This design comes from an exercise in tuning for small area on the open sky130 flow, not from production work. The RTL was checked by simulation tests, not by an equivalence proof against the original design. Power figures rest on the tool's default switching activity, not on a simulated workload.

## v38
Design decode_hazard_stage, start of the top module:
module decode_hazard_stage #(
    parameter int DATA_W    = 32,
    parameter int REG_COUNT = 32,
    parameter int NPC_W     = 32,
    localparam int REG_AW   = $clog2(REG_COUNT)
) (
    input  logic              clk,
    input  logic              rst,
    input  logic              wb_reg_write,
    input  logic [REG_AW-1:0] wb_write_reg_location,
    input  logic [DATA_W-1:0] mem_wb_write_data,
    input  logic [31:0]       if_id_instr,
    input  logic [NPC_W-1:0]  if_id_npc,
    input  logic              flush,
    output logic              hazard_stall,
    output logic [1:0]        id_ex_wb,
    output logic [2:0]        id_ex_mem,
    output logic [3:0]        id_ex_execute,
    output logic [NPC_W-1:0]  id_ex_npc,
    output logic [DATA_W-1:0] id_ex_readdat1,
    output logic [DATA_W-1:0] id_ex_readdat2,
    output logic [DATA_W-1:0] id_ex_sign_ext,
    output logic [4:0]        id_ex_instr_bits_2521,
    output logic [4:0]        id_ex_instr_bits_2016,
    output logic [4:0]        id_ex_instr_bits_1511
);
    localparam logic [5:0] OP_RTYPE = 6'b000000;
    localparam logic [5:0] OP_LW    = 6'b100011;
    localparam logic [5:0] OP_SW    = 6'b101011;
    localparam logic [5:0] OP_BEQ   = 6'b000100;
    localparam logic [5:0] OP_ADDI  = 6'b001000;
    logic [DATA_W-1:0] regs [1:REG_COUNT-1];
    logic [DATA_W-1:0] wdata;
    logic [REG_COUNT-1:1] wen;
    logic [5:0] opcode;
    logic [4:0] f_rs, f_rt, f_rd;
    logic [8:0] ctrl;
    logic       uses_rt;
    assign opcode = if_id_instr[31:26];
    assign f_rs   = if_id_instr[25:21];
    assign f_rt   = if_id_instr[20:16];
    assign f_rd   = if_id_instr[15:11];
  ...
For scale: about 260 I/O pins, ~41000 um2 of cells after synthesis.
Settings: LEC_CHECK=0, CAP_MARGIN=20, CORE_MARGIN=2, CORE_UTILIZATION=70, PLACE_DENSITY=0.75, SLEW_MARGIN=20, SYNTH_HIERARCHICAL=1; clock period 5.0 ns.
standard.sh (not shown) runs the stock make flow with config.mk's settings and CLKGATE_MAP_FILE= SYNTH_SCRIPT=/design/flow/synth_recipe.tcl, a recipe that flattens the netlist after the stock synthesis.
==> flow/flow/run.sh <==
#!/bin/bash
# Standard ORFS layout with two changes:
#  - plain buf_1 cells (instead of the default delay cell) on the ports;
#  - clock tree from clkbuf_8 in sink clusters of up to 18 sinks, no dummy loads.
set -o pipefail
export BUFFER_PORTS_ARGS="-buffer_cell sky130_fd_sc_hd__buf_1"
export CTS_ARGS="-sink_clustering_enable -repair_clock_nets -dont_use_dummy_load -buf_list sky130_fd_sc_hd__clkbuf_8 -sink_clustering_size 18 -sink_clustering_max_diameter 60"
bash standard.sh > standard.log 2>&1
v38 | status: complete | timing, DRC, antenna: pass
Input-level comparison between v24 and v38:
- PLACE_DENSITY no longer set, was 0.75
- CORE_UTILIZATION now 40, was 70
==> flow/run.sh (new file) <==
#!/bin/bash
# synth_recipe.tcl (not shown) runs the flow's synth.tcl, then flattens the netlist and writes it again
# the make line also repeats each setting of config.mk as NAME=value (left out here)
make -C /OpenROAD-flow-scripts/flow DESIGN_CONFIG=/design/flow/config.mk WORK_HOME=/design/flow/orfs CLKGATE_MAP_FILE= SYNTH_SCRIPT=/design/flow/synth_recipe.tcl finish
removed: flow/flow/run.sh
removed: flow/standard.sh
Results
- Status v24: flow complete, layout not clean - setup timing
- Looking at combinational group share of total power, v24 sits 0.4 points lower than v38 does.
- v24 ended with more wire length on met2 than v38.
- Worst setup slack ended up 0.18 ns lower on v24 than on v38.
- From v38 to v24 the numbers moved as follows: total clock buffers created by CTS now larger, proportion of layout cells with a drive suffix above 1 now larger, placer's final routability congestion estimate now smaller, routed wire length now larger, highest attainable clock frequency now smaller.
- | area of the placeable core | higher: v24 |
--- input diff v24..v23 ---
- SLEW_MARGIN changed from 20 to 10
- CORE_UTILIZATION changed from 40 to 70
- CAP_MARGIN changed from 20 to 10
- PLACE_DENSITY newly set to 0.75
==> flow/flow/run.sh (new file) <==
#!/bin/bash
# Standard ORFS layout with two changes:
#  - plain buf_1 cells (instead of the default delay cell) on the ports;
#  - clock tree from clkbuf_8 in sink clusters of up to 18 sinks, no dummy loads.
set -o pipefail
export BUFFER_PORTS_ARGS="-buffer_cell sky130_fd_sc_hd__buf_1"
export CTS_ARGS="-sink_clustering_enable -repair_clock_nets -dont_use_dummy_load -buf_list sky130_fd_sc_hd__clkbuf_8 -sink_clustering_size 18 -sink_clustering_max_diameter 60"
bash standard.sh > standard.log 2>&1
==> flow/standard.sh (new file) <==
#!/bin/bash
# synth_recipe.tcl (not shown) runs the flow's synth.tcl, then flattens the netlist and writes it again
# the make line also repeats each setting of config.mk as NAME=value (left out here)
make -C /OpenROAD-flow-scripts/flow DESIGN_CONFIG=/design/flow/config.mk WORK_HOME=/design/flow/orfs CLKGATE_MAP_FILE= SYNTH_SCRIPT=/design/flow/synth_recipe.tcl "${@:-finish}"
removed: flow/run.sh
Notes after the runs:
Looking at final worst slack, v23 sits 0.15 ns higher than v24 does.
According to the power report, total power for v23 is lower than for v24.
Post-synthesis to final-layout area growth (v23 over v24): decrease, 14 points
Total instance count after detailed placement (v23 over v24): decrease, 626
[compare] base=v24 new=v23: pin slew with the least headroom to its limit shows an increase of 0.078 ns, number of rows in the core area now sits lower, cell area went down about 11%.
v23: full flow OK, the timing, design-rule and antenna checks passed
## Diff of input files: v30 against v23
==> flow/flow/run.sh <==
#!/bin/bash
# Standard ORFS layout with two changes:
#  - plain buf_1 cells (instead of the default delay cell) on the ports;
#  - clock tree from clkbuf_16 in sink clusters of up to 30 sinks, no dummy loads.
set -o pipefail
export BUFFER_PORTS_ARGS="-buffer_cell sky130_fd_sc_hd__buf_1"
export CTS_ARGS="-sink_clustering_enable -repair_clock_nets -dont_use_dummy_load -buf_list sky130_fd_sc_hd__clkbuf_16 -sink_clustering_size 30 -sink_clustering_max_diameter 60"
bash standard.sh > standard.log 2>&1
- v30 ended up with a higher area added between synthesis and finish than v23 did.
- On met1 usage in global routing, v23 and v30 are neck and neck.
- Per the comparison of v30 with v23, via count now sits at about the same level; minimum hold slack has increased.
--- input diff v30..v33 ---
- CAP_MARGIN now 20, was 10
- SLEW_MARGIN now 20, was 10
### Flow results
- v30 and v33 ended up with roughly the same cell-internal power.
- Between v30 and v33, the wire length figures differ only marginally.
- There was hardly any difference in logic gate share of total power between v33 and v30.
- Between v30 and v33, the difference in power per standard cell area is negligible.
- On total power, v30 and v33 are neck and neck.
- Critical path depth was higher in v30 than in v33.
- | arrival time of data at the critical path endpoint | v33 vs v30 | 0.02 ns lower |
> inputs changed (v33 -> v42)
==> flow/flow/run.sh <==
#!/bin/bash
# Standard ORFS layout with two changes:
#  - plain buffers (instead of the default delay cell) on the ports;
#  - clock tree from clkbuf_16 in larger sink clusters, no dummy loads.
set -o pipefail
export BUFFER_PORTS_ARGS="-buffer_cell sky130_fd_sc_hd__buf_2"
export CTS_ARGS="-sink_clustering_enable -repair_clock_nets -dont_use_dummy_load -buf_list sky130_fd_sc_hd__clkbuf_16 -sink_clustering_size 30 -sink_clustering_max_diameter 60"
bash standard.sh > standard.log 2>&1
[summary]
Delta (v42 minus v33): design area moved up; gate count after technology mapping level.
| total routed wire length on the met1 layer | v42 vs v33 | 1.3 mm lower |
Cmp v33 and v42 / clock latency on the worst-skew pair / lower: v33
Fmax: v42 vs v33 up about 1.7%
Across both runs, number of standard cells in the layout, taps in and fillers out was lower for v42 than for v33.
Power of v33 is on par with v42.
Looking at logic depth of the worst path, buffers included, v42 sits above v33.

## static timing again, ports no longer ideal
Ports are ideal in the flow. The routed layouts listed here were re-timed in OpenROAD. Step 1: set_driving_cell puts a clkbuf_16 on clk and a buf_2 on each other input, an assumption about the parent block. Step 2 moves the port delays by t, midway between the first and last clock arrival at a register: inputs arrive t later, outputs are due t later. That takes back most of the time a late clock gives input paths. Three values: ideal, step 1, step 2; two values: the first two.
run | shift t [ns] | setup slack, ns | worst setup path at the end | slew at the worst register clock pin (ns)
v38 | 0.744 | 0.128 / 0.063 / 0.807 | register to output | 0.11 / 0.11
v24 | 0.742 | -0.056 / -0.133 / 0.609 | register to output | 0.07 / 0.07
v23 | 0.743 | 0.098 / 0.040 / 0.783 | register to output | 0.11 / 0.11
v30 | 0.683 | 0.184 / 0.118 / 0.802 | register to output | 0.11 / 0.11
v33 | 0.689 | 0.200 / 0.135 / 0.824 | register to output | 0.11 / 0.11
v42 | 0.706 | 0.279 / 0.213 / 0.919 | register to output | 0.11 / 0.11
